Context: an optimization exercise on an open-source flow, tuned for small area. The choices shown serve that exercise and are no tape-out recipe.
In this exercise RTL edits were held to simulation tests only and were not proved equivalent to the original.
No activity file was given, so power comes from the tool's default toggle rates.

## flow/config.mk

```make
export PLATFORM = sky130hd
export DESIGN_NAME = io_map_sync
export DESIGN_NICKNAME = io_map_sync
export VERILOG_FILES = /design/flow/design.v
export SDC_FILE = /design/flow/constraint.sdc
export NUM_CORES = 4
export LEC_CHECK = 0
export ABC_AREA = 1
export CAP_MARGIN = 20
export CORE_MARGIN = 2
export CORE_UTILIZATION = 45
export SLEW_MARGIN = 20
```

## flow/constraint.sdc

```tcl
create_clock -name core_clock -period 7.0 [get_ports {clk}]
set_input_delay 1.4000 -clock core_clock [delete_from_list [all_inputs] [get_ports {clk}]]
set_output_delay 1.4000 -clock core_clock [all_outputs]
set_load 0.01 [all_outputs]
```

## flow/design.v

```verilog
module io_map_sync #(
  parameter int PIN_NUM     = 24,
  parameter int CFG_NBIT    = 8,
  parameter int MIPI_GP_NUM = 4,
  parameter int FREQ_GP_NUM = 4,
  parameter int SYNC_STAGES = 2,
  parameter int TURN_CYCLES = 4
) (
  input  logic                        clk,
  input  logic                        rst,
  input  logic [PIN_NUM*CFG_NBIT-1:0] i_cfg,
  input  logic                        i_cfg_vld,
  output logic                        o_cfg_busy,
  output logic                        o_cfg_done,
  output logic                        o_cfg_err,
  input  logic [PIN_NUM-1:0]          o_ioctrl_dir,
  input  logic [PIN_NUM-1:0]          o_ioctrl_db,
  output logic [PIN_NUM-1:0]          i_ioctrl_db,
  input  logic [MIPI_GP_NUM-1:0]      mipi_sclk,
  input  logic [MIPI_GP_NUM-1:0]      mipi_sdo,
  input  logic [MIPI_GP_NUM-1:0]      mipi_sdo_en,
  output logic [MIPI_GP_NUM-1:0]      mipi_sdi,
  output logic [FREQ_GP_NUM-1:0]      freq_io,
  input  logic [PIN_NUM-1:0]          i_io_db,
  output logic [PIN_NUM-1:0]          o_io_dir,
  output logic [PIN_NUM-1:0]          o_io_db
);
  localparam int CW = $clog2(TURN_CYCLES + 2);
  localparam int NW = $clog2(PIN_NUM + 1);
  logic [PIN_NUM-1:0][CFG_NBIT-1:0] cfg, active;
  logic [PIN_NUM-1:0] chg, chg_new, dir_d, db_d, sp, is_gpio, is_mipi;
  logic [PIN_NUM-1:0] r_dir_n, r_db_n;
  logic [SYNC_STAGES-1:0][PIN_NUM-1:0] sync_n;
  logic [PIN_NUM-1:0][MIPI_GP_NUM-1:0] is_sclk, is_sda;
  logic [PIN_NUM-1:0][FREQ_GP_NUM-1:0] is_frq;
  logic [CW-1:0] cnt, cnt_d;
  logic ld, ld_ok, hold_ok, keep_chg, conflict;
  assign cfg = i_cfg;
  assign o_cfg_busy = cnt != '0;
  assign o_cfg_done = cnt == CW'(1);
  assign ld = i_cfg_vld && cnt == '0;
  assign ld_ok = ld && !rst;
  assign hold_ok = !ld && !rst;
  assign keep_chg = cnt > CW'(1) && !rst;
  for (genvar m = 0; m < PIN_NUM; m++) begin : g_pin
    logic [7:0] lo;
    logic hz, blk0, blk1, blk3;
    assign chg_new[m] = cfg[m] != active[m];
    assign hz = active[m][7:5] == 3'd0;
    assign blk0 = hz & active[m][4:3] == 2'b00;
    assign blk1 = hz & active[m][4:3] == 2'b01;
    assign blk3 = hz & active[m][4:3] == 2'b11;
    for (genvar j = 0; j < 8; j++) begin : g_lo
      assign lo[j] = active[m][2:0] == 3'(j);
    end
    assign is_sclk[m] = {4{blk0}} & lo[4:1];
    assign is_sda[m] = {blk1 & lo[0], {3{blk0}} & lo[7:5]};
    assign is_frq[m] = {4{blk3}} & lo[4:1];
    assign is_mipi[m] = |is_sclk[m] | |is_sda[m];
    assign is_gpio[m] = !(is_mipi[m] || |is_frq[m]);
    assign dir_d[m] = (is_gpio[m] & o_ioctrl_dir[m]) | (|is_sclk[m]) |
                      (|(is_sda[m] & mipi_sdo_en));
    assign db_d[m] = (is_gpio[m] & o_ioctrl_db[m]) | (|(is_sclk[m] & mipi_sclk)) |
                     (|(is_sda[m] & mipi_sdo));
  end
  assign o_io_dir = ~(r_dir_n | chg);
  assign o_io_db = ~(r_db_n | chg);
  assign sp = ~(sync_n[SYNC_STAGES-1] | chg);
  always_comb begin
    mipi_sdi = '0;
    freq_io = '0;
    for (int m = 0; m < PIN_NUM; m++) begin
      i_ioctrl_db[m] = is_gpio[m] & sp[m];
      mipi_sdi = mipi_sdi | (is_sda[m] & {MIPI_GP_NUM{sp[m]}});
      freq_io = freq_io | (is_frq[m] & {FREQ_GP_NUM{sp[m]}});
    end
  end
  logic [2*MIPI_GP_NUM-1:0] seen;
  logic [NW-1:0] n_pins, n_seen;
  always_comb begin
    seen = '0;
    n_pins = '0;
    n_seen = '0;
    for (int m = 0; m < PIN_NUM; m++) begin
      seen = seen | {is_sda[m], is_sclk[m]};
      n_pins = n_pins + NW'(is_mipi[m]);
    end
    for (int g = 0; g < 2 * MIPI_GP_NUM; g++) n_seen = n_seen + NW'(seen[g]);
    conflict = n_pins != n_seen;
  end
  always_comb begin
    cnt_d = cnt;
    if (ld) cnt_d = |chg_new ? CW'(TURN_CYCLES + 1) : CW'(1);
    else if (cnt != '0) cnt_d = cnt - CW'(1);
  end
  always_ff @(posedge clk) begin
    for (int m = 0; m < PIN_NUM; m++)
      active[m] <= (cfg[m] & {CFG_NBIT{ld_ok}}) | (active[m] & {CFG_NBIT{hold_ok}});
    chg <= {PIN_NUM{rst}} | (chg_new & {PIN_NUM{ld_ok}}) | (chg & {PIN_NUM{keep_chg}});
    r_dir_n <= ~dir_d;
    r_db_n <= ~db_d;
    sync_n[0] <= ~(i_io_db & {PIN_NUM{!rst}});
    sync_n[SYNC_STAGES-1:1] <= sync_n[SYNC_STAGES-2:0];
    if (rst) begin
      cnt <= '0;
      o_cfg_err <= 1'b0;
    end else begin
      cnt <= cnt_d;
      if (cnt == CW'(1)) o_cfg_err <= conflict;
    end
  end
endmodule
```

## flow/flow/run.sh

```bash
#!/bin/bash
# The standard ORFS layout with two changes:
# - synthesis maps logic with flow/abc_area.script (a stronger area-recovery ABC script) in
#   place of ORFS's abc_area.script; everything else in synthesis is the standard
#   synthesis (synth_recipe.tcl), so the registers and their names are unchanged;
# - every port gets the smallest buffer (buf_1) instead of buffer_ports' default choice;
# - the clock tree is built from clkbuf_4 cells, without dummy loads.
set -euo pipefail
here=$(pwd)
rm -rf "$here/scripts_abc"
cp -r "$FLOW_HOME/scripts" "$here/scripts_abc"
cp "$here/flow/abc_area.script" "$here/scripts_abc/abc_area.script"
SCRIPTS_DIR="$here/scripts_abc" bash standard.sh synth > synth.log 2>&1
export BUFFER_PORTS_ARGS="-buffer_cell sky130_fd_sc_hd__buf_1"
export CTS_ARGS="-sink_clustering_enable -repair_clock_nets -buf_list sky130_fd_sc_hd__clkbuf_4 -dont_use_dummy_load"
bash standard.sh > layout.log 2>&1
```

## flow/flow/abc_area.script

```
&get -n
&st
&dch -f
&nf -R 1000
&st
&dch -f
&nf -R 1000
&put
topo
```

## flow/standard.sh

```bash
#!/bin/bash
# synth_recipe.tcl (not shown) runs the flow's synth.tcl, then flattens the netlist and writes it again
# the make line also repeats each setting of config.mk as NAME=value (left out here)
make -C /OpenROAD-flow-scripts/flow DESIGN_CONFIG=/design/flow/config.mk WORK_HOME=/design/flow/orfs CLKGATE_MAP_FILE= SYNTH_SCRIPT=/design/flow/synth_recipe.tcl "${@:-finish}"
```

==> results.yml, run 1 <==
worst_setup_path:
  worst_path_dominant_cell_family: "adder cells"
  cp_max_fo: 5
  cpPeakStageDelay_ns: 0.72
  r2r_start: "active[14]$_DFF_P_"
  critPathArrivalTime_ns: 6.72
  cp-startpoint: "active[14]$_DFF_P_"
  crit_top_cell: "fa_1"
  cp-end-kind: "register"
  critical_path_buf_inv_count: 1
  cp_cell_sequence: "nor3_1 -> nand2_1 -> nor3_1 -> a21oi_1 -> fa_1 -> fa_1 -> fa_1 -> fa_1 -> clkinv_1 -> fa_1 -> ha_1 -> fa_1 -> xnor2_1 -> xnor2_1 -> o21ai_0 -> nor3_1 -> a211oi_1"
  start_kind: "register"
  cp_slowest_cell: "nor3_1"
  path_class: "reg2reg"
  required_ns: 7.62
status:
  status: "finished clean"
finish:
  finish.utilization_pct: 52.8
  syn_to_final_growth_pct: 16.4
  drive_gt1_share_pct: 4.94
  n_fill_cell: 3949
  final_nets: 2884
synthesis:
  synth_compound_area_share_pct: 23.5
  synth_top_area_share_pct: 35.1
  yosys_most_used_dff: "dfxtp_1"
  ys_warn_count: 1
  synth_area_mm2: 0.0180
  yosys.cell_types.count: 50
  postSynthAreaPerCell_um2: 8.61
  synth_simple_gate_area_share_pct: 26.6
  ys_ff_latch: 316
  synth_nets: 2403
  yosysTopAreaCell: "dfxtp_1"
  synth.area.top_cells: "dfxtp_1 (35%), xor2_1 (10%), a22o_1 (10%), nor2_1 (5.4%), nor3_1 (5.0%)"
  synth.area.mux_share_pct: 0
  synthXorXnorAreaFrac_pct: 10.9
  synth_edf_count: 0
  async_reset_ff_share_pct: 0
  synthCells: 2091
  yosysSeqAreaShare_pct: 35.1
  post_synth_fa_ha_maj_area_fraction_pct: 3.17
  synth_top_family_by_area: "simple AND/OR/NAND/NOR gates"
drt:
  via_per_inst: 6.56
  initialDrtViolationCount: 2514
  vias: 20300
  firstDrtPassIters: 7
  drcViolationCount: 0
  wl_per_cell_um: 26.9
  ant_nets: 0
  wl_mm: 83.3
placement:
  port-buffer-count: 361
  gp_congestion: 1.03
  dp_hpwl_mm: 64.2
sta:
  maxSlewHeadroom_pct: 15.7
  drv_slew: 0
  period_minus_slack_ns: 6.10
  period_share_pct: 87.1
  clock_skew_ns: 0.0417
  hold_violations: 0
  timing.hold.ws_ns: 0.304
  rsz0062_at_grt: "no"
  worstMarginPinSlew_ns: 1.23
  fmax_mhz: 164
  fin_tns_setup_ns: 0
  setup_viol: 0
power_and_ir_drop:
  intPower_mw: 4.82
  power_density_mw_per_mm2: 423
  p_switching_mw: 4.05
  p_leak_nw: 8.06
  switching_share_pct: 45.6
  irDropWorstVdd_mv: 0.661
  p_clk_share_pct: 14.4
  p_comb_share_pct: 55.7
  seq_power_share_pct: 29.9
floorplanning:
  placementRows: 73
  start_util_pct: 45.4
  die_h_um: 204
  ioPinCount: 362
  die_w_um: 204
  dieArea_mm2: 0.0416
  core_mm2: 0.0396
clocking:
  htreeDepth: 3
  path_clk_slew_ns: 0.06
  cts_tree: "yes"
  cts_made_buffers: 87
  clock_latency_ns: 0.80
  cts_hold_buf: 0
  ctsResizeCount: 0
  cts_root_buf: "clkbuf_4"
  cts.sinks: 316
  cts_buffer_depth: 3
  cts_setup_buffers: 0
worst_hold_path:
  hold_path_class: "reg2reg"
  hp-start: "sync_n[12]$_DFF_P_"
global_route:
  grt_max_degree: 102
  antenna_found_initial: 4
  grt_pass1_wl_mm: 121
  grt_overflow_total: 0
  grt_pass1_vias: 19600
  gr-usage-all-layers_pct: 39.0
flow_run:
  cap_violations: 0
==> Yosys cell counts, types with 35 or more instances <==
library cell and n:
nand2_1 189, a222oi_1 47, nor4_1 112, a22o_1 205
dfxtp_1 316, nand2b_1 44, nand3_1 37, clkinv_1 35
xor2_1 206, nor3_1 179, nor2_1 258, a22oi_1 83
==> path summary, 6_finish.rpt <==
path,end,slack (ns),depth (start not counted)
hold reg to reg,sync_n[36]$_DFF_P_,0.30,0
setup reg to reg,o_cfg_err$_SDFFE_PP0P_,0.90,17
hold / removal,sync_n[36]$_DFF_P_,0.30,0
setup / recovery,o_cfg_err$_SDFFE_PP0P_,0.90,17
==> power groups by stage <==
stage	logic, mW	registers, mW	clock network, mW
final	4.94	2.66	1.28
after global routing	5.42	2.72	1.40
after CTS	4.87	2.64	1.31
after detailed placement	4.84	2.68	0
after global placement	4.80	2.66	0
after floorplan	3.57	2.56	0
==> per-layer routing <==
| layer | routed length [um] | global-route usage [%] |
|---|---|---|
| met1 | 32800 | 49.9 |
| met2 | 36500 | 61.1 |
| met3 | 9070 | 9.33 |
| met4 | 4900 | 20.3 |
| met5 | 13 | 0 |
==> kinds of logic (layout without fill, tap and decap cells) <==
family	Yosys count	in the layout
DFF	316	316
and+or+nand+nor	974	974
adders and majority gates	33	33
AOI/OAI and AO/OA	510	510
xor gates and xnor gates	223	223
other	0	1
buffers and inverters	35	514
==> per-stage QoR <==
stage	instance area, um2	power [mW]	worst slack, ns	cells
floorplan	18000	6.12	1.10	2091
global placement	20300	7.46	1.09	3008
detailed placement	20300	7.52	1.02	3008
CTS	20900	8.82	1.01	3095
global route	20900	9.53	0.663	3096
finish	20900	8.87	0.905	3096
==> cell usage in the layout (no fill, tap or decap), drive strengths merged, types with 28 or more instances in the layout <==
cell type,instances
buf,387
dfxtp,316
nor2,258
xor2,206
a22o,205
nand2,189
nor3,179
nor4,112
clkbuf,92
a22oi,83
a222oi,47
nand2b,44
nand3,37
clkinv,35
a21oi,33
nand4,33
and3,33
or3,28
==> cell type report <==
cell class / instances / area [um2] / area share (%)
clock buffer: 87 / 653 / 3.12
timing repair buffer: 392 / 1610 / 7.67
inverter: 35 / 131 / 0.627
tap: 525 / 657 / 3.14
antenna: 1 / 2.50 / 0.0119
sequential: 316 / 6330 / 30.2
multi-input combinational: 1740 / 11600 / 55.2
==> state kept, by name, summed over array words and instances (netlist names) <==
signal     cells
r_db_n        24
sync_n        48
r_dir_n       24
active       192
chg           24
cnt            3
o_cfg_err      1
==> run 2, diff against run 1 <==
--- a/flow/flow/run.sh
+++ b/flow/flow/run.sh
@@ -12,5 +12,5 @@
 cp "$here/flow/abc_area.script" "$here/scripts_abc/abc_area.script"
 SCRIPTS_DIR="$here/scripts_abc" bash standard.sh synth > synth.log 2>&1
 export BUFFER_PORTS_ARGS="-buffer_cell sky130_fd_sc_hd__buf_1"
-export CTS_ARGS="-sink_clustering_enable -repair_clock_nets -buf_list sky130_fd_sc_hd__clkbuf_4 -dont_use_dummy_load"
+export CTS_ARGS="-sink_clustering_enable -repair_clock_nets -buf_list sky130_fd_sc_hd__clkbuf_8 -dont_use_dummy_load"
 bash standard.sh > layout.log 2>&1
==> run 2 against run 1 <==
Still clean. Worst setup slack improved by 0.022 ns. Sequential power barely moved. Clock power rose by 8%. First-iteration DRC count fell by 4.5%. Die area did not move. Largest cell class unchanged.
==> results.yml, run 2 <==
status:
  status: "finished clean"
sta:
  maxSlewHeadroom_pct: 20.0
  drv_slew: 0
  hold_violations: 0
  worstMarginPinSlew_ns: 1.19
  period_minus_slack_ns: 6.07
  worst_slack_ns: 0.927
  period_share_pct: 86.8
  timing.hold.ws_ns: 0.311
  setup_viol: 0
  fmax_mhz: 165
  rsz0062_at_grt: "no"
  fin_tns_setup_ns: 0
  clock_skew_ns: 0.0281
floorplanning:
  die_w_um: 204
  die_h_um: 204
  core_mm2: 0.0396
  ioPinCount: 362
  placementRows: 73
  start_util_pct: 45.4
  dieArea_mm2: 0.0416
synthesis:
  synth.area.top_cells: "dfxtp_1 (35%), xor2_1 (10%), a22o_1 (10%), nor2_1 (5.4%), nor3_1 (5.0%)"
  synth_area_mm2: 0.0180
  yosys-top-cells-count: "dfxtp_1 (316), nor2_1 (258), xor2_1 (206)"
  synthCells: 2091
  ys_warn_count: 1
  synth_nets: 2403
  postSynthAreaPerCell_um2: 8.61
  yosys.cell_types.count: 50
  synth_top_area_share_pct: 35.1
  yosys_most_used_dff: "dfxtp_1"
  ys_ff_latch: 316
  async_reset_ff_share_pct: 0
  yosysTopAreaCell: "dfxtp_1"
  synth_most_common_cell: "dfxtp_1"
  synth_edf_count: 0
  yosysSeqAreaShare_pct: 35.1
power_and_ir_drop:
  irDropWorstVdd_mv: 0.662
  p_leak_nw: 8.05
  power_density_mw_per_mm2: 427
drt:
  wl_mm: 82.9
  routed-wl-met3_mm: 8.36
  wl_per_cell_um: 27.1
  drt-met1-wl_mm: 33.1
  initialDrtViolationCount: 2401
  drcViolationCount: 0
  ant_nets: 0
  firstDrtPassIters: 8
  via_per_inst: 6.59
  routed.top_layer: "met4"
  vias: 20200
  wl_met2_mm: 36.7
clocking:
  cts_made_buffers: 55
  cts_hold_buf: 0
  cts_root_buf: "clkbuf_8"
  cts_setup_buffers: 0
  clock_latency_ns: 0.64
  cts_tree: "yes"
  ctsResizeCount: 0
  path_clk_slew_ns: 0.06
  htreeDepth: 2
  cts.sinks: 316
  cts_buffer_depth: 3
worst_setup_path:
  critPathArrivalTime_ns: 6.56
  cp_slowest_cell: "nor3_1"
  critical_path_buf_inv_count: 1
  worst_path_dominant_cell_family: "adder cells"
  start_kind: "register"
  path_class: "reg2reg"
  cpPeakStageDelay_ns: 0.72
  cp_max_fo: 5
  required_ns: 7.48
  cp_cell_sequence: "nor3_1 -> nand2_1 -> nor3_1 -> a21oi_1 -> fa_1 -> fa_1 -> fa_1 -> fa_1 -> clkinv_1 -> fa_1 -> ha_1 -> fa_1 -> xnor2_1 -> xnor2_1 -> o21ai_0 -> nor3_1 -> a211oi_1"
  cp-end-kind: "register"
  crit_top_cell: "fa_1"
finish:
  final_common_cell: "buf_1"
  layout_common_cells: "buf_1 (356), dfxtp_1 (316), nor2_1 (257)"
  reg_top3: "active (192), sync_n (48)"
  syn_to_final_growth_pct: 17.0
  largest_reg_flops: 192
  final_nets: 2852
  drive_gt1_share_pct: 3.74
  top_register: "active"
  finish.utilization_pct: 53.1
worst_hold_path:
  hold_path_class: "reg2reg"
global_route:
  grt_pass1_wl_mm: 121
  grt_overflow_total: 0
  gr-usage-all-layers_pct: 38.8
  antenna_found_initial: 3
  grt_max_degree: 102
  grt_pass1_vias: 19400
flow_run:
  cap_violations: 0
placement:
  dp_slack_ns: 1.02
  dp_hpwl_mm: 64.2
  port-buffer-count: 361
  gp_congestion: 1.03
==> run 2: cell counts after synthesis <==
No cell type changed its count.
==> run 2: cells by family (layout without fill, tap and decap cells) <==
family | after synthesis | after routing | share of synthesized area [%]
other | 0 | 2 | 0
DFF | 316 | 316 | 35.1
and+or+nand+nor | 974 | 974 | 26.6
AOI/OAI and AO/OA | 510 | 510 | 23.5
adders and majority gates | 33 | 33 | 3.17
buffers and inverters | 35 | 482 | 0.730
xor gates and xnor gates | 223 | 223 | 10.9
==> run 2: power breakdown <==
group          leakage (nW)  internal, mW  switching (mW)
registers              2.61          2.21           0.452
logic                  5.05          2.06            2.88
clock network         0.395         0.687           0.696
total                  8.05          4.95            4.03
==> run 2: worst register-to-register path, cell delays in order, from the launching register on <==
cell	delay, ns
dfxtp_1	0.33
nor3_1	0.38
nand2_1	0.10
nor3_1	0.72
a21oi_1	0.23
fa_1	0.69
fa_1	0.49
fa_1	0.51
fa_1	0.52
clkinv_1	0.09
fa_1	0.48
ha_1	0.25
fa_1	0.47
xnor2_1	0.20
xnor2_1	0.13
o21ai_0	0.10
nor3_1	0.14
a211oi_1	0.10
==> run 2: cell type report <==
| class | count | area (um2) |
|---|---|---|
| Fill cell | 3894 | 18600 |
| Multi-Input combinational cell | 1740 | 11600 |
| Sequential cell | 316 | 6330 |
| Timing Repair Buffer | 392 | 1610 |
| Clock buffer | 55 | 757 |
| Tap cell | 525 | 657 |
| Inverter | 35 | 131 |
| Antenna cell | 2 | 5.00 |
==> run 2: stage by stage <==
stage	instance area [um2]	cells	power [mW]
6_report	21100	3065	8.99
5_1_grt	21100	3063	9.63
3_3_place_gp	20300	3008	7.46
3_5_place_dp	20300	3008	7.52
4_1_cts	21000	3063	8.92
2_1_floorplan	18000	2091	6.12
==> run 2: worst paths after layout <==
kind,startpoint,to,slack [ns],cells after the start
hold / removal,sync_n[13]$_DFF_P_,sync_n[37]$_DFF_P_,0.31,0
setup / recovery,active[14]$_DFF_P_,o_cfg_err$_SDFFE_PP0P_,0.93,17
setup reg to reg,active[14]$_DFF_P_,o_cfg_err$_SDFFE_PP0P_,0.93,17
hold reg to reg,sync_n[13]$_DFF_P_,sync_n[37]$_DFF_P_,0.31,0
==> run 2: layer usage <==
metal,global-route usage (%),vias up
met4,20.0,0
met5,0,-
met3,8.13,275
li1,-,9009
met2,60.9,1243
met1,50.3,9682
==> run 3, diff against run 2 <==
--- a/flow/flow/run.sh
+++ b/flow/flow/run.sh
@@ -12,5 +12,5 @@
 cp "$here/flow/abc_area.script" "$here/scripts_abc/abc_area.script"
 SCRIPTS_DIR="$here/scripts_abc" bash standard.sh synth > synth.log 2>&1
 export BUFFER_PORTS_ARGS="-buffer_cell sky130_fd_sc_hd__buf_1"
-export CTS_ARGS="-sink_clustering_enable -repair_clock_nets -buf_list sky130_fd_sc_hd__clkbuf_8 -dont_use_dummy_load"
+export CTS_ARGS="-sink_clustering_enable -repair_clock_nets -buf_list sky130_fd_sc_hd__clkbuf_8 -dont_use_dummy_load -sink_buffer_max_cap_derate 1.0 -sink_clustering_size 18 -sink_clustering_max_diameter 80"
 bash standard.sh > layout.log 2>&1
==> run 3 against run 2 <==
Synthesized cell count stayed put. Largest cell class unchanged. Largest power group unchanged. Global-route usage shrank 0.53 points. Clock skew increased by 0.011 ns. Clock-buffer cell count is 32 lower. Still clean on timing, DRC and antenna.
==> results.yml, run 3 <==
synthesis:
  synth_edf_count: 0
  synth.area.top_cells: "dfxtp_1 (35%), xor2_1 (10%), a22o_1 (10%), nor2_1 (5.4%), nor3_1 (5.0%)"
  async_reset_ff_share_pct: 0
  postSynthAreaPerCell_um2: 8.61
  synthCells: 2091
  synth_area_mm2: 0.0180
  synth_top_area_share_pct: 35.1
  yosysTopAreaCell: "dfxtp_1"
  synth_nets: 2403
  ys_warn_count: 1
  yosys.cell_types.count: 50
  yosys_most_used_dff: "dfxtp_1"
  yosys-top-cells-count: "dfxtp_1 (316), nor2_1 (258), xor2_1 (206)"
  synth_most_common_cell: "dfxtp_1"
  ys_ff_latch: 316
  yosysSeqAreaShare_pct: 35.1
power_and_ir_drop:
  p_switching_mw: 3.94
  total_power_mw: 8.49
  p_comb_share_pct: 58.3
  switching_share_pct: 46.4
  irDropWorstVdd_mv: 0.669
  seq_power_share_pct: 31.2
  intPower_mw: 4.55
  power_density_mw_per_mm2: 412
  p_clk_share_pct: 10.5
  p_leak_nw: 7.82
finish:
  top_register: "active"
  layout_common_cells: "buf_1 (356), dfxtp_1 (316), nor2_1 (257)"
  final_common_cell: "buf_1"
  layoutNonFillerInstCount: 3032
  drive_gt1_share_pct: 2.51
  final_nets: 2820
  syn_to_final_growth_pct: 14.5
  n_fill_cell: 3940
  reg_top3: "active (192), sync_n (48)"
  largest_reg_flops: 192
sta:
  clock_skew_ns: 0.0390
  timing.hold.ws_ns: 0.319
  worstMarginPinSlew_ns: 1.33
  drv_slew: 0
  rsz0062_at_grt: "no"
  setup_viol: 0
  maxSlewHeadroom_pct: 10.3
  fin_tns_setup_ns: 0
  worst_slack_ns: 0.868
  period_share_pct: 87.6
  hold_violations: 0
  period_minus_slack_ns: 6.13
  fmax_mhz: 163
floorplanning:
  die_h_um: 204
  die_w_um: 204
  start_util_pct: 45.4
  placementRows: 73
  core_mm2: 0.0396
  dieArea_mm2: 0.0416
  ioPinCount: 362
clocking:
  cts_setup_buffers: 0
  ctsResizeCount: 0
  cts_buffer_depth: 3
  path_clk_slew_ns: 0.11
  cts_tree: "yes"
  cts_hold_buf: 0
  cts_made_buffers: 23
  clock_latency_ns: 0.62
  cts_root_buf: "clkbuf_8"
  cts.sinks: 316
  htreeDepth: 1
drt:
  initialDrtViolationCount: 2477
  vias: 20000
  drcViolationCount: 0
  ant_nets: 0
  wl_per_cell_um: 27.2
  firstDrtPassIters: 7
  wl_mm: 82.4
  via_per_inst: 6.59
placement:
  dp_slack_ns: 1.02
  dp_cells: 3008
  port-buffer-count: 361
  gp_congestion: 1.03
  dp_hpwl_mm: 64.2
global_route:
  gr-usage-all-layers_pct: 38.3
  grt_pass1_vias: 19100
  antenna_found_initial: 4
  grt_overflow_total: 0
  grt_max_degree: 102
  grt_pass1_wl_mm: 120
worst_setup_path:
  cp-end-kind: "register"
  rrSetupSlack_ns: 0.87
  cp_max_fo: 5
  critPathArrivalTime_ns: 6.61
  path_class: "reg2reg"
  start_kind: "register"
  required_ns: 7.48
flow_run:
  cap_violations: 0
worst_hold_path:
  hold_path_class: "reg2reg"
status:
  status: "finished clean"
## run 3: cell counts after synthesis
No cell type changed its count.
## run 3: critical path: stages, from the launching register on
cell and delay, ns:
dfxtp_1 0.36, or3_1 0.43, nor3_1 0.71, o21bai_1 0.33, fa_1 0.29, clkinv_1 0.11, fa_1 0.52, clkinv_1 0.09
fa_1 0.55, clkinv_1 0.08, fa_1 0.54, clkinv_1 0.08, fa_1 0.48, ha_1 0.25, fa_1 0.47, xnor2_1 0.20
xnor2_1 0.13, o21ai_0 0.10, nor3_1 0.14, a211oi_1 0.10
## run 3: logic make-up after synthesis
| family | count (synthesis) | share of synthesized area [%] |
|---|---|---|
| xor gates and xnor gates | 223 | 10.9 |
| adders and majority gates | 33 | 3.17 |
| AOI/OAI and AO/OA | 510 | 23.5 |
| buffers and inverters | 35 | 0.730 |
| DFF | 316 | 35.1 |
| and+or+nand+nor | 974 | 26.6 |
## run 3: metal layers
metal	vias up	GRT usage, %	wire (um)
met2	1174	60.2	36300
met5	-	0	18
met3	247	8.08	8410
li1	8928	-	-
met4	2	19.0	4670
met1	9628	49.7	33000
## run 3: final cells by class
| cell class | count | area, um2 | area share, % |
|---|---|---|---|
| Multi-Input combinational cell | 1740 | 11600 | 56.1 |
| Sequential cell | 316 | 6330 | 30.7 |
| Timing Repair Buffer | 392 | 1610 | 7.79 |
| Tap cell | 525 | 657 | 3.19 |
| Clock buffer | 23 | 317 | 1.54 |
| Inverter | 35 | 131 | 0.637 |
| Antenna cell | 1 | 2.50 | 0.0121 |
## run 3: worst paths after layout
path | startpoint | end | depth (start not counted)
max | active[174]$_DFF_P_ | o_cfg_err$_SDFFE_PP0P_ | 19
min | sync_n[20]$_DFF_P_ | sync_n[44]$_DFF_P_ | 0
max reg2reg | active[174]$_DFF_P_ | o_cfg_err$_SDFFE_PP0P_ | 19
min reg2reg | sync_n[20]$_DFF_P_ | sync_n[44]$_DFF_P_ | 0
## run 3: per-stage QoR
| stage | cell area, um2 | util [%] |
|---|---|---|
| 3_5_place_dp | 20300 | 51.2 |
| 4_1_cts | 20600 | 52.0 |
| 3_3_place_gp | 20300 | 51.2 |
| 6_report | 20600 | 52.0 |
| 5_1_grt | 20600 | 52.0 |
| 2_1_floorplan | 18000 | - |
## run 3: power groups by stage
stage | logic [mW] | registers [mW] | clock network [mW]
after floorplan | 3.57 | 2.56 | 0
after global placement | 4.80 | 2.66 | 0
after detailed placement | 4.84 | 2.68 | 0
after CTS | 4.87 | 2.64 | 0.905
after global routing | 5.41 | 2.71 | 0.976
final | 4.95 | 2.65 | 0.895
==> run 4, diff against run 3 <==
==> flow/flow/run.sh (replaced) <==
#!/bin/bash
# The standard ORFS layout with two changes:
# - synthesis maps logic with flow/abc_area.script (a stronger area-recovery ABC script) in
#   place of ORFS's abc_area.script; everything else in synthesis is the standard
#   synthesis (synth_recipe.tcl), so the registers and their names are unchanged;
# - every port gets the smallest buffer (buf_1) instead of buffer_ports' default choice.
set -euo pipefail
here=$(pwd)
rm -rf "$here/scripts_abc"
cp -r "$FLOW_HOME/scripts" "$here/scripts_abc"
cp "$here/flow/abc_area.script" "$here/scripts_abc/abc_area.script"
SCRIPTS_DIR="$here/scripts_abc" bash standard.sh synth > synth.log 2>&1
export BUFFER_PORTS_ARGS="-buffer_cell sky130_fd_sc_hd__buf_1"
bash standard.sh > layout.log 2>&1
==> run 4 against run 3 <==
Still clean. Via count rose by 1.3%. Area after synthesis did not move. Critical path depth did not move. Clock skew fell by 0.022 ns. Sequential power barely moved. Clock power rose by 110%. Register-to-register slack improved by 0.04 ns. Total power rose by 12%. Largest cell class unchanged.
==> results.yml, run 4 <==
status:
  status: "finished clean"
sta:
  drv_slew: 0
  fmax_mhz: 164
  period_minus_slack_ns: 6.09
  setup_viol: 0
  clock_skew_ns: 0.0171
  maxSlewHeadroom_pct: 16.2
  rsz0062_at_grt: "no"
  timing.hold.ws_ns: 0.321
  worstMarginPinSlew_ns: 1.25
  period_share_pct: 87.0
  fin_tns_setup_ns: 0
  hold_violations: 0
drt:
  wl_per_cell_um: 27.2
  via_per_inst: 6.59
  wl_mm: 83.5
  firstDrtPassIters: 7
  ant_nets: 0
  vias: 20200
  initialDrtViolationCount: 2458
  drcViolationCount: 0
synthesis:
  synth_most_common_cell: "dfxtp_1"
  synthXorXnorAreaFrac_pct: 10.9
  ys_warn_count: 1
  ys_ff_latch: 316
  post_synth_fa_ha_maj_area_fraction_pct: 3.17
  synth.area.mux_share_pct: 0
  postSynthAreaPerCell_um2: 8.61
  yosys.cell_types.count: 50
  synth_compound_area_share_pct: 23.5
  synthCells: 2091
  yosys_most_used_dff: "dfxtp_1"
  synth_top_area_share_pct: 35.1
  synth_top_family_by_area: "simple AND/OR/NAND/NOR gates"
  yosysTopAreaCell: "dfxtp_1"
  synth_area_mm2: 0.0180
  async_reset_ff_share_pct: 0
  synth.area.top_cells: "dfxtp_1 (35%), xor2_1 (10%), a22o_1 (10%), nor2_1 (5.4%), nor3_1 (5.0%)"
  synth_nets: 2403
  synth_simple_gate_area_share_pct: 26.6
  synth_edf_count: 0
  yosys-top-cells-count: "dfxtp_1 (316), nor2_1 (258), xor2_1 (206)"
  yosysSeqAreaShare_pct: 35.1
global_route:
  grt_pass1_vias: 19300
  gr-usage-all-layers_pct: 38.9
  grt_max_degree: 102
  grt_pass1_wl_mm: 121
  antenna_found_initial: 4
  grt_overflow_total: 0
power_and_ir_drop:
  total_power_mw: 9.49
  irDropWorstVdd_mv: 0.669
  p_clk_share_pct: 19.8
  switching_share_pct: 43.6
  p_switching_mw: 4.13
  power_density_mw_per_mm2: 443
  intPower_mw: 5.35
  p_leak_nw: 8.20
  seq_power_share_pct: 28.0
  p_comb_share_pct: 52.2
clocking:
  htreeDepth: 2
  cts_tree: "yes"
  cts.sinks: 316
  cts_setup_buffers: 0
  path_clk_slew_ns: 0.06
  cts_hold_buf: 0
  cts_made_buffers: 36
  cts_buffer_depth: 3
  ctsResizeCount: 0
  clock_latency_ns: 0.55
  cts_root_buf: "clkbuf_16"
worst_setup_path:
  start_kind: "register"
  critical_path_buf_inv_count: 4
  crit_top_cell: "fa_1"
  cp-end-kind: "register"
  required_ns: 7.40
  cp_slowest_cell: "nor3_1"
  cpPeakStageDelay_ns: 0.68
  worst_path_dominant_cell_family: "adder cells"
  cp_max_fo: 5
  critPathArrivalTime_ns: 6.49
  path_class: "reg2reg"
  cp_cell_sequence: "or3_1 -> nor3_1 -> o21bai_1 -> fa_1 -> clkinv_1 -> fa_1 -> clkinv_1 -> fa_1 -> clkinv_1 -> fa_1 -> clkinv_1 -> fa_1 -> ha_1 -> fa_1 -> xnor2_1 -> xnor2_1 -> o21ai_0 -> nor3_1 -> a211oi_1"
finish:
  layout_common_cells: "buf_1 (356), dfxtp_1 (316), nor2_1 (257)"
  fin_area_mm2: 0.0214
  seq_area_mm2: 0.00633
  drive_gt1_share_pct: 3.58
  final_nets: 2833
  finish.utilization_pct: 54.1
  syn_to_final_growth_pct: 19.1
  top_register: "active"
  reg_top3: "active (192), sync_n (48)"
  final_common_cell: "buf_1"
  n_fill_cell: 3864
  largest_reg_flops: 192
  multi_input_area_mm2: 0.0116
floorplanning:
  ioPinCount: 362
  start_util_pct: 45.4
  core_mm2: 0.0396
  placementRows: 73
  dieArea_mm2: 0.0416
  die_h_um: 204
  die_w_um: 204
placement:
  place_area_mm2: 0.0203
  dp_hpwl_mm: 64.2
  gp_congestion: 1.03
  port-buffer-count: 361
flow_run:
  cap_violations: 0
worst_hold_path:
  hold_path_class: "reg2reg"
-- run 4: worst paths after layout --
path	start	endpoint	slack, ns	cells past startpoint
min	sync_n[22]$_DFF_P_	sync_n[46]$_DFF_P_	0.32	0
min reg2reg	sync_n[22]$_DFF_P_	sync_n[46]$_DFF_P_	0.32	0
max	active[174]$_DFF_P_	o_cfg_err$_SDFFE_PP0P_	0.91	19
max reg2reg	active[174]$_DFF_P_	o_cfg_err$_SDFFE_PP0P_	0.91	19
-- run 4: per-layer routing --
| metal | track usage [%] | routed length [um] | vias to the layer above |
|---|---|---|---|
| met5 | 0 | 11 | - |
| met4 | 19.8 | 4930 | 2 |
| met3 | 8.51 | 8830 | 289 |
| met2 | 61.2 | 36700 | 1274 |
| met1 | 50.2 | 33000 | 9678 |
| li1 | - | - | 8991 |
-- run 4: logic make-up after synthesis --
family / Yosys count
xor gates and xnor gates: 223
buffers and inverters: 35
AOI/OAI and AO/OA: 510
DFF: 316
adders and majority gates: 33
and+or+nand+nor: 974
-- run 4: final cells by class --
class / instances / share of cell area, %
multi-input combinational: 1740 / 54.0
clock buffer: 51 / 4.75
inverter: 35 / 0.613
antenna: 1 / 0.0117
timing repair buffer: 392 / 7.50
clock inverter: 10 / 0.537
tap: 525 / 3.07
sequential: 316 / 29.5
-- run 4: per-stage QoR --
stage          cells  setup slack, ns
2_1_floorplan   2091             1.10
3_3_place_gp    3008             1.09
3_5_place_dp    3008             1.02
4_1_cts         3069             1.01
5_1_grt         3069            0.690
6_report        3070            0.908
-- run 4: power groups by stage --
stage          combinational [mW]  clock (mW)  sequential (mW)
4_1_cts                      4.87        1.89             2.64
5_1_grt                      5.42        1.97             2.72
3_5_place_dp                 4.84           0             2.68
6_report                     4.95        1.88             2.66
3_3_place_gp                 4.80           0             2.66
2_1_floorplan                3.57           0             2.56
==> run 5, diff against run 4 <==
==> flow/flow/run.sh (replaced) <==
#!/bin/bash
# The standard ORFS layout with two changes:
# - synthesis maps logic with flow/abc_area.script (a stronger area-recovery ABC script) in
#   place of ORFS's abc_area.script; everything else in synthesis is the standard
#   synthesis (synth_recipe.tcl), so the registers and their names are unchanged;
# - every port gets the smallest buffer (buf_1) instead of buffer_ports' default choice;
# - the clock tree is built from clkbuf_4 cells, without dummy loads.
set -euo pipefail
here=$(pwd)
rm -rf "$here/scripts_abc"
cp -r "$FLOW_HOME/scripts" "$here/scripts_abc"
cp "$here/flow/abc_area.script" "$here/scripts_abc/abc_area.script"
SCRIPTS_DIR="$here/scripts_abc" bash standard.sh synth > synth.log 2>&1
export BUFFER_PORTS_ARGS="-buffer_cell sky130_fd_sc_hd__buf_1"
export CTS_ARGS="-sink_clustering_enable -repair_clock_nets -buf_list sky130_fd_sc_hd__clkbuf_4 -dont_use_dummy_load -sink_buffer_max_cap_derate 1.0 -sink_clustering_size 9 -sink_clustering_max_diameter 60"
bash standard.sh > layout.log 2>&1
==> run 5 against run 4 <==
Still clean. Final cell count is 0.55% lower. Register-to-register slack improved by 0.02 ns. Via count down 0.47%. Cell area decreased by 3.7%. Worst hold slack got worse by 0.036 ns. Largest power group unchanged.
==> results.yml, run 5 <==
drt:
  drcViolationCount: 0
  vias: 20100
  firstDrtPassIters: 7
  initialDrtViolationCount: 2699
  wl_per_cell_um: 27.1
  via_per_inst: 6.60
  ant_nets: 0
  wl_mm: 82.8
finish:
  top_register: "active"
  final_common_cell: "buf_1"
  drive_gt1_share_pct: 3.32
  seq_area_mm2: 0.00633
  largest_reg_flops: 192
  fin_area_mm2: 0.0206
  finish.utilization_pct: 52.0
  syn_to_final_growth_pct: 14.6
  final_nets: 2841
  multi_input_area_mm2: 0.0116
  reg_top3: "active (192), sync_n (48)"
  n_fill_cell: 3947
  layout_common_cells: "buf_1 (356), dfxtp_1 (316), nor2_1 (257)"
synthesis:
  synth_compound_area_share_pct: 23.5
  synth_nets: 2403
  yosys_most_used_dff: "dfxtp_1"
  synth.area.top_cells: "dfxtp_1 (35%), xor2_1 (10%), a22o_1 (10%), nor2_1 (5.4%), nor3_1 (5.0%)"
  yosysSeqAreaShare_pct: 35.1
  synth.area.mux_share_pct: 0
  synth_most_common_cell: "dfxtp_1"
  synth_edf_count: 0
  synth_top_area_share_pct: 35.1
  yosys.cell_types.count: 50
  yosysTopAreaCell: "dfxtp_1"
  synthCells: 2091
  postSynthAreaPerCell_um2: 8.61
  ys_ff_latch: 316
  synth_top_family_by_area: "simple AND/OR/NAND/NOR gates"
  async_reset_ff_share_pct: 0
  post_synth_fa_ha_maj_area_fraction_pct: 3.17
  yosys-top-cells-count: "dfxtp_1 (316), nor2_1 (258), xor2_1 (206)"
  synthXorXnorAreaFrac_pct: 10.9
  synth_simple_gate_area_share_pct: 26.6
  synth_area_mm2: 0.0180
  ys_warn_count: 1
placement:
  dp_hpwl_mm: 64.2
  port-buffer-count: 361
  dp_slack_ns: 1.02
  place_area_mm2: 0.0203
  gp_congestion: 1.03
clocking:
  ctsResizeCount: 0
  cts_tree: "yes"
  path_clk_slew_ns: 0.11
  cts_made_buffers: 44
  cts_root_buf: "clkbuf_4"
  clock_latency_ns: 0.79
  cts_hold_buf: 0
  cts_buffer_depth: 3
  htreeDepth: 2
  cts.sinks: 316
  cts_setup_buffers: 0
sta:
  fmax_mhz: 165
  maxSlewHeadroom_pct: 14.2
  fin_tns_setup_ns: 0
  setup_viol: 0
  period_share_pct: 86.7
  worstMarginPinSlew_ns: 1.27
  hold_violations: 0
  rsz0062_at_grt: "no"
  worst_slack_ns: 0.929
  clock_skew_ns: 0.0484
  period_minus_slack_ns: 6.07
  drv_slew: 0
worst_hold_path:
  hold_depth: 0
  min_to: "sync_n[46]$_DFF_P_"
  hold_path_class: "reg2reg"
  hp-start: "sync_n[22]$_DFF_P_"
power_and_ir_drop:
  p_leak_nw: 7.86
  p_clk_share_pct: 10.9
  switching_share_pct: 46.5
  p_comb_share_pct: 58.0
  seq_power_share_pct: 31.2
  total_power_mw: 8.50
  p_switching_mw: 3.95
  intPower_mw: 4.55
  irDropWorstVdd_mv: 0.661
  power_density_mw_per_mm2: 412
flow_run:
  cap_violations: 0
worst_setup_path:
  cp_slowest_cell: "nor3_1"
  cp-end-kind: "register"
  worst_path_dominant_cell_family: "adder cells"
  cp_max_fo: 5
  critical_path_buf_inv_count: 4
  required_ns: 7.66
  r2r_cells: 19
  start_kind: "register"
  rrSetupSlack_ns: 0.93
  crit_top_cell: "fa_1"
  cp_cell_sequence: "or3_1 -> nor3_1 -> o21bai_1 -> fa_1 -> clkinv_1 -> fa_1 -> clkinv_1 -> fa_1 -> clkinv_1 -> fa_1 -> clkinv_1 -> fa_1 -> ha_1 -> fa_1 -> xnor2_1 -> xnor2_1 -> o21ai_0 -> nor3_1 -> a211oi_1"
  path_class: "reg2reg"
  critPathArrivalTime_ns: 6.73
  r2r-end: "o_cfg_err$_SDFFE_PP0P_"
  cpPeakStageDelay_ns: 0.69
  r2r_start: "active[174]$_DFF_P_"
floorplanning:
  ioPinCount: 362
  placementRows: 73
  start_util_pct: 45.4
  core_mm2: 0.0396
  die_w_um: 204
  dieArea_mm2: 0.0416
  die_h_um: 204
global_route:
  grt-busiest-layer: "met2"
  grt_overflow_total: 0
  antenna_found_initial: 4
  gr-usage-all-layers_pct: 38.7
  use_met1_pct: 50.4
  grt_pass1_vias: 19300
  grt_pass1_wl_mm: 120
  gr-usage-met2_pct: 60.6
  grt_max_degree: 102
  met3_usage_pct: 7.68
status:
  status: "finished clean"
## run 5: cell counts after synthesis
Identical to the previous run, type by type.
## run 5: power groups by stage
stage	logic, mW	clock network, mW	registers (mW)
final	4.93	0.923	2.65
after global routing	5.41	1.02	2.71
after CTS	4.87	0.941	2.64
after detailed placement	4.84	0	2.68
after global placement	4.80	0	2.66
after floorplan	3.57	0	2.56
## run 5: worst max-delay path by stage
stage | from | end | slack (ns) | cells past startpoint
detailed placement | active[174]$_DFF_P_ | o_cfg_err$_SDFFE_PP0P_ | 1.02 | 19
global route | active[170]$_DFF_P_ | o_cfg_err$_SDFFE_PP0P_ | 0.69 | 20
CTS | active[174]$_DFF_P_ | o_cfg_err$_SDFFE_PP0P_ | 1.01 | 19
global placement | active[142]$_DFF_P_ | o_cfg_err$_SDFFE_PP0P_ | 1.09 | 20
finish | active[174]$_DFF_P_ | o_cfg_err$_SDFFE_PP0P_ | 0.93 | 19
floorplan | rst | cnt[2]$_SDFFE_PP0P_ | 1.10 | 4
## run 5: logic make-up after synthesis
group,after synthesis
compound gates,510
xor+xnor,223
fa+ha+maj,33
buf+inv,35
flops,316
simple gates,974
## run 5: metrics by stage
step	hold WS (ns)	instances
after detailed placement	0.312	3008
after global placement	0.310	3008
after CTS	0.285	3052
after floorplan	0.310	2091
final	0.285	3053
after global routing	0.287	3053
## run 5: area by class of cell
type	count	area share, %
Multi-Input combinational cell	1740	56.1
Sequential cell	316	30.7
Timing Repair Buffer	392	7.79
Tap cell	525	3.18
Clock buffer	44	1.60
Inverter	35	0.637
Antenna cell	1	0.0121
## run 5: metal layers
layer  wire [um]  share of wire (%)
met5          13              0.016
met2       36500                 44
met3        8430                 10
met4        4830                5.8
met1       33000                 40
==> run 6, diff against run 5 <==
--- a/flow/config.mk
+++ b/flow/config.mk
@@ -8,5 +8,5 @@
 export ABC_AREA = 1
 export CAP_MARGIN = 20
 export CORE_MARGIN = 2
-export CORE_UTILIZATION = 45
+export CORE_UTILIZATION = 55
 export SLEW_MARGIN = 20
==> run 6 against run 5 <==
Now fails the layout checks on max-capacitance violations, max-slew violations. Clock-buffer cell count decreased by 1. Die area decreased by 18%. Cell area decreased by 0.86%. Global-route usage increased by 6.4 points. Worst hold slack improved by 0.032 ns. Critical path type unchanged. Largest power group unchanged.
==> results.yml, run 6 <==
status:
  status: "complete, but fails checks"
  failed_checks: "max-capacitance violations, max-slew violations"
synthesis:
  synthCells: 2091
  async_reset_ff_share_pct: 0
  yosys_most_used_dff: "dfxtp_1"
  ys_warn_count: 1
  yosysSeqAreaShare_pct: 35.1
  synth_most_common_cell: "dfxtp_1"
  ys_ff_latch: 316
  synth_edf_count: 0
  synth_nets: 2403
  synth.area.top_cells: "dfxtp_1 (35%), xor2_1 (10%), a22o_1 (10%), nor2_1 (5.4%), nor3_1 (5.0%)"
  postSynthAreaPerCell_um2: 8.61
  yosys.cell_types.count: 50
  yosysTopAreaCell: "dfxtp_1"
  yosys-top-cells-count: "dfxtp_1 (316), nor2_1 (258), xor2_1 (206)"
  synth_area_mm2: 0.0180
  synth_top_area_share_pct: 35.1
clocking:
  cts.sinks: 316
  ctsResizeCount: 0
  cts_root_buf: "clkbuf_4"
  cts_tree: "yes"
  htreeDepth: 2
  clock_latency_ns: 0.81
  path_clk_slew_ns: 0.12
  cts_setup_buffers: 0
  cts_buffer_depth: 3
  cts_made_buffers: 43
  cts_hold_buf: 0
worst_setup_path:
  cpPeakStageDelay_ns: 0.71
  required_ns: 7.62
  cp-end-kind: "register"
  cp_slowest_cell: "nor3_1"
  worst_path_dominant_cell_family: "adder cells"
  crit_top_cell: "fa_1"
  start_kind: "register"
  critPathArrivalTime_ns: 6.86
  path_class: "reg2reg"
  cp_max_fo: 5
  critical_path_buf_inv_count: 2
  cp_cell_sequence: "or3_1 -> nor3_1 -> o21bai_1 -> fa_1 -> fa_1 -> clkinv_1 -> fa_1 -> fa_1 -> clkinv_1 -> fa_1 -> ha_1 -> fa_1 -> xnor2_1 -> xnor2_1 -> o21ai_0 -> nor3_1 -> a211oi_1"
placement:
  dp_hpwl_mm: 59.7
  port-buffer-count: 361
  gp_congestion: 1.08
finish:
  top_register: "active"
  largest_reg_flops: 192
  layout_common_cells: "buf_1 (350), dfxtp_1 (316), nor2_1 (257)"
  final_nets: 2829
  reg_top3: "active (192), sync_n (48)"
  final_common_cell: "buf_1"
  finish.utilization_pct: 63.2
  drive_gt1_share_pct: 3.10
  syn_to_final_growth_pct: 13.6
global_route:
  antenna_found_initial: 4
  grt_pass1_wl_mm: 116
  grt_max_degree: 205
  gr-usage-all-layers_pct: 45.2
  grt_overflow_total: 0
  grt_pass1_vias: 19500
drt:
  vias: 20700
  ant_nets: 0
  firstDrtPassIters: 10
  drcViolationCount: 0
  via_per_inst: 6.98
  initialDrtViolationCount: 2782
  wl_mm: 79.4
  wl_per_cell_um: 26.8
sta:
  timing.hold.ws_ns: 0.317
  hold_violations: 0
  clock_skew_ns: 0.0602
  period_share_pct: 89.1
  setup_viol: 0
  period_minus_slack_ns: 6.23
  fmax_mhz: 160
  drv_slew: 1
  worstMarginPinSlew_ns: 1.48
  maxSlewHeadroom_pct: -0.877
  rsz0062_at_grt: "no"
  fin_tns_setup_ns: 0
floorplanning:
  dieArea_mm2: 0.0342
  die_h_um: 185
  placementRows: 66
  core_mm2: 0.0324
  ioPinCount: 362
  start_util_pct: 55.6
  die_w_um: 185
power_and_ir_drop:
  power_density_mw_per_mm2: 418
  p_leak_nw: 7.82
  total_power_mw: 8.54
  irDropWorstVdd_mv: 0.515
worst_hold_path:
  hold_path_class: "reg2reg"
flow_run:
  cap_violations: 1
==> run 6: layout make-up <==
cell class	count	area, um2
well taps	442	553
repair buffers	381	1540
multi-input cells	1740	11600
flip-flops and latches	316	6330
clock buffers	43	323
fillers	2769	11900
diodes	2	5.00
inverters	35	131
==> run 6: logic make-up (layout without fill, tap and decap cells) <==
family / after synthesis / count (layout) / share of synthesized area (%)
flip-flops: 316 / 316 / 35.1
adder cells (fa/ha/maj): 33 / 33 / 3.17
other: 0 / 2 / 0
AO/OA/AOI/OAI: 510 / 510 / 23.5
buffers and inverters: 35 / 459 / 0.730
AND/OR/NAND/NOR: 974 / 974 / 26.6
XOR/XNOR: 223 / 223 / 10.9
==> run 6: path summary, 6_finish.rpt <==
kind / from / endpoint / slack (ns) / cells after the start
max: active[126]$_DFF_P_ / o_cfg_err$_SDFFE_PP0P_ / 0.77 / 17
max reg2reg: active[126]$_DFF_P_ / o_cfg_err$_SDFFE_PP0P_ / 0.77 / 17
min: sync_n[11]$_DFF_P_ / sync_n[35]$_DFF_P_ / 0.32 / 0
min reg2reg: sync_n[11]$_DFF_P_ / sync_n[35]$_DFF_P_ / 0.32 / 0
==> run 6: metrics by stage <==
| stage | worst slack, ns | cell area, um2 | cells |
|---|---|---|---|
| global route | 0.484 | 20400 | 2958 |
| global placement | 1.08 | 20100 | 2914 |
| detailed placement | 0.832 | 20100 | 2914 |
| finish | 0.766 | 20400 | 2959 |
| floorplan | 1.10 | 18000 | 2091 |
| CTS | 0.802 | 20400 | 2957 |
==> run 6: power breakdown <==
group / switching [mW] / leakage [nW] / internal [mW]
Combinational: 2.94 / 5.01 / 2.05
Sequential: 0.457 / 2.61 / 2.20
Clock: 0.620 / 0.198 / 0.282
Total: 4.02 / 7.82 / 4.53
==> run 6: routing by layer <==
layer / global-route usage, % / vias up / wire (um)
met3: 13.4 / 386 / 10400
met2: 67.9 / 1618 / 33500
li1: - / 8947 / -
met4: 30.4 / 4 / 6040
met1: 55.9 / 9708 / 29400
met5: 0 / - / 27
==> run 7, diff against run 6 <==
--- a/flow/config.mk
+++ b/flow/config.mk
@@ -6,7 +6,7 @@
 export NUM_CORES = 4
 export LEC_CHECK = 0
 export ABC_AREA = 1
-export CAP_MARGIN = 20
+export CAP_MARGIN = 5
 export CORE_MARGIN = 2
-export CORE_UTILIZATION = 55
-export SLEW_MARGIN = 20
+export CORE_UTILIZATION = 45
+export SLEW_MARGIN = 5
==> run 7 against run 6 <==
The run now finishes clean. Largest cell class unchanged. Sequential power is essentially flat. Clock-buffer cell count grew 1. Non-clock buffer count grew 11. Largest power group unchanged. Register-to-register slack gained 0.13 ns. Utilization shrank 11 points. Highest routed layer unchanged. Total power shrank 0.43%. Cell area grew 0.84%. Worst setup slack gained 0.13 ns.
==> results.yml, run 7 <==
status:
  status: "finished clean"
global_route:
  grt_pass1_vias: 19300
  grt_overflow_total: 0
  grt_max_degree: 102
  grt_pass1_wl_mm: 120
  gr-usage-all-layers_pct: 38.7
  antenna_found_initial: 4
sta:
  hold_violations: 0
  rsz0062_at_grt: "no"
  setup_viol: 0
  fmax_mhz: 164
  period_minus_slack_ns: 6.10
  timing.hold.ws_ns: 0.285
  period_share_pct: 87.2
  maxSlewHeadroom_pct: 12.3
  fin_tns_setup_ns: 0
  clock_skew_ns: 0.0468
  worst_slack_ns: 0.899
  drv_slew: 0
  worstMarginPinSlew_ns: 1.28
synthesis:
  synth_area_mm2: 0.0180
  synth_top_area_share_pct: 35.1
  ys_warn_count: 1
  yosysSeqAreaShare_pct: 35.1
  synth.area.top_cells: "dfxtp_1 (35%), xor2_1 (10%), a22o_1 (10%), nor2_1 (5.4%), nor3_1 (5.0%)"
  synth_edf_count: 0
  async_reset_ff_share_pct: 0
  synth_most_common_cell: "dfxtp_1"
  yosys.cell_types.count: 50
  synthCells: 2091
  yosys-top-cells-count: "dfxtp_1 (316), nor2_1 (258), xor2_1 (206)"
  yosysTopAreaCell: "dfxtp_1"
  postSynthAreaPerCell_um2: 8.61
  synth_nets: 2403
  ys_ff_latch: 316
  yosys_most_used_dff: "dfxtp_1"
finish:
  drive_gt1_share_pct: 3.28
  final_common_cell: "buf_1"
  layout_common_cells: "buf_1 (356), dfxtp_1 (316), nor2_1 (257)"
  final_nets: 2841
  top_register: "active"
  syn_to_final_growth_pct: 14.6
  largest_reg_flops: 192
  n_fill_cell: 3949
  seq_area_mm2: 0.00633
  reg_top3: "active (192), sync_n (48)"
  fin_area_mm2: 0.0206
  multi_input_area_mm2: 0.0116
drt:
  wl_mm: 82.8
  drcViolationCount: 0
  initialDrtViolationCount: 2551
  firstDrtPassIters: 6
  ant_nets: 0
  wl_per_cell_um: 27.1
  via_per_inst: 6.59
  vias: 20100
worst_setup_path:
  r2r_start: "active[174]$_DFF_P_"
  critPathArrivalTime_ns: 6.76
  r2r_cells: 19
  cp_cell_sequence: "or3_1 -> nor3_1 -> o21bai_1 -> fa_1 -> clkinv_1 -> fa_1 -> clkinv_1 -> fa_1 -> clkinv_1 -> fa_1 -> clkinv_1 -> fa_1 -> ha_1 -> fa_1 -> xnor2_1 -> xnor2_1 -> o21ai_0 -> nor3_1 -> a211oi_1"
  start_kind: "register"
  cp_slowest_cell: "nor3_1"
  crit_top_cell: "fa_1"
  rrSetupSlack_ns: 0.90
  cp_max_fo: 5
  required_ns: 7.66
  cpPeakStageDelay_ns: 0.70
  path_class: "reg2reg"
  r2r-end: "o_cfg_err$_SDFFE_PP0P_"
  cp-end-kind: "register"
worst_hold_path:
  hold_depth: 0
  hold_path_class: "reg2reg"
  min_to: "sync_n[46]$_DFF_P_"
  hp-start: "sync_n[22]$_DFF_P_"
power_and_ir_drop:
  p_leak_nw: 7.86
  total_power_mw: 8.51
  power_density_mw_per_mm2: 413
  irDropWorstVdd_mv: 0.666
placement:
  place_area_mm2: 0.0203
  port-buffer-count: 361
  dp_slack_ns: 1.02
  gp_congestion: 1.03
  dp_hpwl_mm: 64.2
clocking:
  path_clk_slew_ns: 0.11
  cts_buffer_depth: 3
  cts_made_buffers: 44
  htreeDepth: 2
  cts_setup_buffers: 0
  cts_tree: "yes"
  cts_hold_buf: 0
  clock_latency_ns: 0.81
  ctsResizeCount: 0
  cts.sinks: 316
  cts_root_buf: "clkbuf_4"
floorplanning:
  die_w_um: 204
  die_h_um: 204
  placementRows: 73
  core_mm2: 0.0396
  dieArea_mm2: 0.0416
  start_util_pct: 45.4
  ioPinCount: 362
flow_run:
  cap_violations: 0
-- run 7: cell count changes in the layout (fill, tap and decap cells not counted) --
| cell | before | now |
|---|---|---|
| buf_4 | 18 | 30 |
| buf_1 | 350 | 356 |
| clkbuf_2 | 10 | 5 |
| buf_12 | 2 | 1 |
| buf_2 | 1 | 0 |
| clkbuf_4 | 43 | 44 |
| diode_2 | 2 | 1 |
| nor3_2 | 1 | 0 |
| nor3_4 | 0 | 1 |
| nor4_1 | 111 | 112 |
| nor4_2 | 1 | 0 |
-- run 7: cell type report --
cell class	instances	area share, %
Timing Repair Buffer	392	7.79
Multi-Input combinational cell	1740	56.1
Tap cell	525	3.19
Clock buffer	44	1.60
Sequential cell	316	30.7
Inverter	35	0.637
Antenna cell	1	0.0121
-- run 7: stage by stage --
stage | std cells | util [%]
after global placement | 3008 | 51.2
final | 3053 | 52.0
after CTS | 3052 | 52.0
after floorplan | 2091 | -
after global routing | 3053 | 52.0
after detailed placement | 3008 | 51.2
-- run 7: report_power, final --
group	switching, mW	total, mW	internal, mW
sequential	0.451	2.65	2.20
clock	0.635	0.922	0.288
combinational	2.87	4.93	2.06
-- run 7: critical path, delay by kind of cell, from the launching register on --
kind | cells | cell delay [ns]
simple gates | 3 | 1.27
fa+ha+maj | 7 | 3.10
buf+inv | 4 | 0.36
compound gates | 3 | 0.54
flops | 1 | 0.36
xor+xnor | 2 | 0.33
-- run 7: cells by family (layout without fill, tap and decap cells) --
group	Yosys count	in the layout	synth area share, %
simple gates	974	974	26.6
compound gates	510	510	23.5
flops	316	316	35.1
xor+xnor	223	223	10.9
buf+inv	35	471	0.730
fa+ha+maj	33	33	3.17
other cells	0	1	0
-- run 7: per-layer routing --
metal | routed length [um] | vias up | GRT usage (%)
met5 | 13 | - | 0
met4 | 4840 | 2 | 20.8
met3 | 8630 | 266 | 7.68
met2 | 36500 | 1220 | 60.6
met1 | 32800 | 9640 | 50.4
li1 | - | 8989 | -
-- run 7: worst max path at each step --
stage                     slack (ns)           startpoint                     end  cells past startpoint
after global placement          1.09  active[142]$_DFF_P_  o_cfg_err$_SDFFE_PP0P_                     20
after global routing            0.69  active[170]$_DFF_P_  o_cfg_err$_SDFFE_PP0P_                     20
after detailed placement        1.02  active[174]$_DFF_P_  o_cfg_err$_SDFFE_PP0P_                     19
final                           0.90  active[174]$_DFF_P_  o_cfg_err$_SDFFE_PP0P_                     19
after floorplan                 1.10                  rst     cnt[2]$_SDFFE_PP0P_                      4
after CTS                       1.01  active[174]$_DFF_P_  o_cfg_err$_SDFFE_PP0P_                     19
==> run 8, diff against run 7 <==
--- a/flow/flow/run.sh
+++ b/flow/flow/run.sh
@@ -1,10 +1,12 @@
 #!/bin/bash
-# The standard ORFS layout with two changes:
+# The standard ORFS layout with three changes:
 # - synthesis maps logic with flow/abc_area.script (a stronger area-recovery ABC script) in
 #   place of ORFS's abc_area.script; everything else in synthesis is the standard
 #   synthesis (synth_recipe.tcl), so the registers and their names are unchanged;
 # - every port gets the smallest buffer (buf_1) instead of buffer_ports' default choice;
-# - the clock tree is built from clkbuf_4 cells, without dummy loads.
+# - the clock tree is built from clkbuf_4 cells in clusters of at most 9 sinks, without
+#   dummy loads (the default uses clkbuf_16 cells).
+# Each step's full output goes to synth.log / layout.log here and to ORFS's own logs under orfs/.
 set -euo pipefail
 here=$(pwd)
 rm -rf "$here/scripts_abc"
--- a/flow/config.mk
+++ b/flow/config.mk
@@ -6,7 +6,8 @@
 export NUM_CORES = 4
 export LEC_CHECK = 0
 export ABC_AREA = 1
-export CAP_MARGIN = 5
+export CAP_MARGIN = 20
 export CORE_MARGIN = 2
 export CORE_UTILIZATION = 45
-export SLEW_MARGIN = 5
+export PLACE_DENSITY = 0.75
+export SLEW_MARGIN = 20
==> run 8 against run 7 <==
Still clean. Worst setup slack worse by 0.045 ns. Clock skew grew 0.0032 ns. Critical path type unchanged. Utilization fell by 0.13 points. Register-to-register slack got worse by 0.04 ns. Sequential power barely moved.
==> results.yml, run 8 <==
status:
  status: "finished clean"
global_route:
  grt_overflow_total: 0
  antenna_found_initial: 2
  grt_pass1_vias: 19400
  gr-usage-all-layers_pct: 38.6
  grt_pass1_wl_mm: 120
  grt_max_degree: 193
finish:
  final_common_cell: "buf_1"
  largest_reg_flops: 192
  fin_area_mm2: 0.0206
  drive_gt1_share_pct: 3.10
  final_nets: 2833
  syn_to_final_growth_pct: 14.3
  reg_top3: "active (192), sync_n (48)"
  layout_common_cells: "buf_1 (355), dfxtp_1 (316), nor2_1 (257)"
  top_register: "active"
worst_hold_path:
  hold_depth: 0
  hold_path_class: "reg2reg"
synthesis:
  ys_ff_latch: 316
  yosys-top-cells-count: "dfxtp_1 (316), nor2_1 (258), xor2_1 (206)"
  synth_area_mm2: 0.0180
  synth.area.top_cells: "dfxtp_1 (35%), xor2_1 (10%), a22o_1 (10%), nor2_1 (5.4%), nor3_1 (5.0%)"
  synthCells: 2091
  yosysTopAreaCell: "dfxtp_1"
  synth_nets: 2403
  ys_warn_count: 1
  yosys_most_used_dff: "dfxtp_1"
  yosysSeqAreaShare_pct: 35.1
  synth_edf_count: 0
  synth_top_area_share_pct: 35.1
  async_reset_ff_share_pct: 0
  postSynthAreaPerCell_um2: 8.61
  yosys.cell_types.count: 50
  synth_most_common_cell: "dfxtp_1"
sta:
  worstMarginPinSlew_ns: 1.12
  setup_viol: 0
  drv_slew: 0
  fin_tns_setup_ns: 0
  period_share_pct: 87.8
  clock_skew_ns: 0.0500
  maxSlewHeadroom_pct: 24.8
  period_minus_slack_ns: 6.15
  rsz0062_at_grt: "no"
  fmax_mhz: 163
  hold_violations: 0
  worst_slack_ns: 0.855
clocking:
  cts_root_buf: "clkbuf_4"
  cts_buffer_depth: 3
  ctsResizeCount: 0
  cts.sinks: 316
  path_clk_slew_ns: 0.11
  cts_made_buffers: 42
  clock_latency_ns: 0.78
  cts_tree: "yes"
  cts_setup_buffers: 0
  htreeDepth: 2
  cts_hold_buf: 0
floorplanning:
  start_util_pct: 45.4
  die_w_um: 204
  core_mm2: 0.0396
  ioPinCount: 362
  dieArea_mm2: 0.0416
  placementRows: 73
  die_h_um: 204
worst_setup_path:
  cp_max_fo: 5
  cp_cell_sequence: "or3_1 -> or3_1 -> o21ai_0 -> fa_1 -> clkinv_1 -> fa_1 -> fa_1 -> fa_1 -> clkinv_1 -> fa_1 -> ha_1 -> fa_1 -> xnor2_1 -> xnor2_1 -> o21ai_0 -> nor3_1 -> a211oi_1"
  cp-end-kind: "register"
  critPathArrivalTime_ns: 6.78
  path_class: "reg2reg"
  critical_path_buf_inv_count: 2
  r2r_cells: 17
  required_ns: 7.63
  cpPeakStageDelay_ns: 0.79
  start_kind: "register"
  path_depth: 17
  worst_path_dominant_cell_family: "adder cells"
  crit_top_cell: "fa_1"
  cp_slowest_cell: "o21ai_0"
drt:
  via_per_inst: 6.66
  drcViolationCount: 0
  initialDrtViolationCount: 2722
  ant_nets: 0
  vias: 20300
  wl_per_cell_um: 27.2
  wl_mm: 83.0
  firstDrtPassIters: 7
placement:
  place_area_mm2: 0.0202
  port-buffer-count: 361
  dp_hpwl_mm: 64.2
  dp_slack_ns: 0.927
  gp_congestion: 1.07
power_and_ir_drop:
  power_density_mw_per_mm2: 413
  p_leak_nw: 7.82
  irDropWorstVdd_mv: 0.536
flow_run:
  cap_violations: 0
[run 8: changes by cell type in the layout (fill, tap and decap cells not counted), sizes merged]
cell	change
diode	+1
clkbuf	-1
buf	-7
[run 8: final timing paths]
path	slack (ns)	to	startpoint
setup reg to reg	0.85	o_cfg_err$_SDFFE_PP0P_	active[78]$_DFF_P_
setup / recovery	0.85	o_cfg_err$_SDFFE_PP0P_	active[78]$_DFF_P_
hold reg to reg	0.33	sync_n[40]$_DFF_P_	sync_n[16]$_DFF_P_
hold / removal	0.33	sync_n[40]$_DFF_P_	sync_n[16]$_DFF_P_
[run 8: per-stage QoR]
stage | util [%] | cells | power [mW] | hold WS [ns]
floorplan | - | 2091 | 6.12 | 0.310
global placement | 51.1 | 3002 | 7.46 | 0.310
detailed placement | 51.1 | 3002 | 7.53 | 0.312
CTS | 51.9 | 3044 | 8.42 | 0.335
global route | 51.9 | 3046 | 9.21 | 0.338
finish | 51.9 | 3046 | 8.49 | 0.333
[run 8: logic make-up (layout without fill, tap and decap cells)]
kind of cell,after synthesis,in the layout,synth area share (%)
flip-flops,316,316,35.1
AO/OA/AOI/OAI,510,510,23.5
buffers and inverters,35,463,0.730
AND/OR/NAND/NOR,974,974,26.6
XOR/XNOR,223,223,10.9
other,0,2,0
adder cells (fa/ha/maj),33,33,3.17
[run 8: report_power, final]
part	internal, mW	leakage (nW)	switching (mW)
logic	2.04	5.02	2.92
clock network	0.276	0.193	0.609
registers	2.20	2.61	0.453
total	4.51	7.82	3.98
[run 8: layout make-up]
| class | instances | area, um2 |
|---|---|---|
| Multi-Input combinational cell | 1740 | 11600 |
| Clock buffer | 42 | 315 |
| Tap cell | 525 | 657 |
| Inverter | 35 | 131 |
| Fill cell | 3842 | 19100 |
| Antenna cell | 2 | 5.00 |
| Timing Repair Buffer | 386 | 1560 |
| Sequential cell | 316 | 6330 |
[run 8: metal layers]
layer	part of all wire [%]	vias up	GRT usage [%]	routed length (um)
li1	-	8969	-	-
met1	40	9799	48.8	33300
met2	44	1250	62.1	36600
met3	9.9	255	8.27	8240
met4	5.6	4	19.4	4660
met5	0.098	-	1.19	81

[static timing again, ports no longer ideal]
No port has a modelled driver above. Below, the same layouts with a new extraction and two added sets of constraints. Step 1 (the two cells are an assumption about what drives the block):
set clk [get_ports {clk}]
set_driving_cell -lib_cell sky130_fd_sc_hd__clkbuf_16 $clk
set_driving_cell -lib_cell sky130_fd_sc_hd__buf_2 [delete_from_list [all_inputs] $clk]
Step 2 times the ports against the registers' clock, not the clock port: input delays grow and output delays shrink by t, the midpoint of the rising clock arrivals with the driver on. Slacks: ideal / step 1 / step 2; pairs: ideal / step 1.
run	shift t [ns]	setup slack, ns	worst data-port slew with drivers (ns)
run 1	0.828	0.905 / 0.905 / 0.905	0.09
run 2	0.682	0.927 / 0.927 / 0.927	0.08
run 3	0.664	0.868 / 0.868 / 0.868	0.09
run 4	0.604	0.908 / 0.908 / 0.908	0.08
run 5	0.836	0.929 / 0.929 / 0.929	0.07
run 6	0.832	0.766 / 0.766 / 0.766	0.05
run 7	0.837	0.899 / 0.899 / 0.899	0.07
run 8	0.807	0.855 / 0.855 / 0.855	0.06
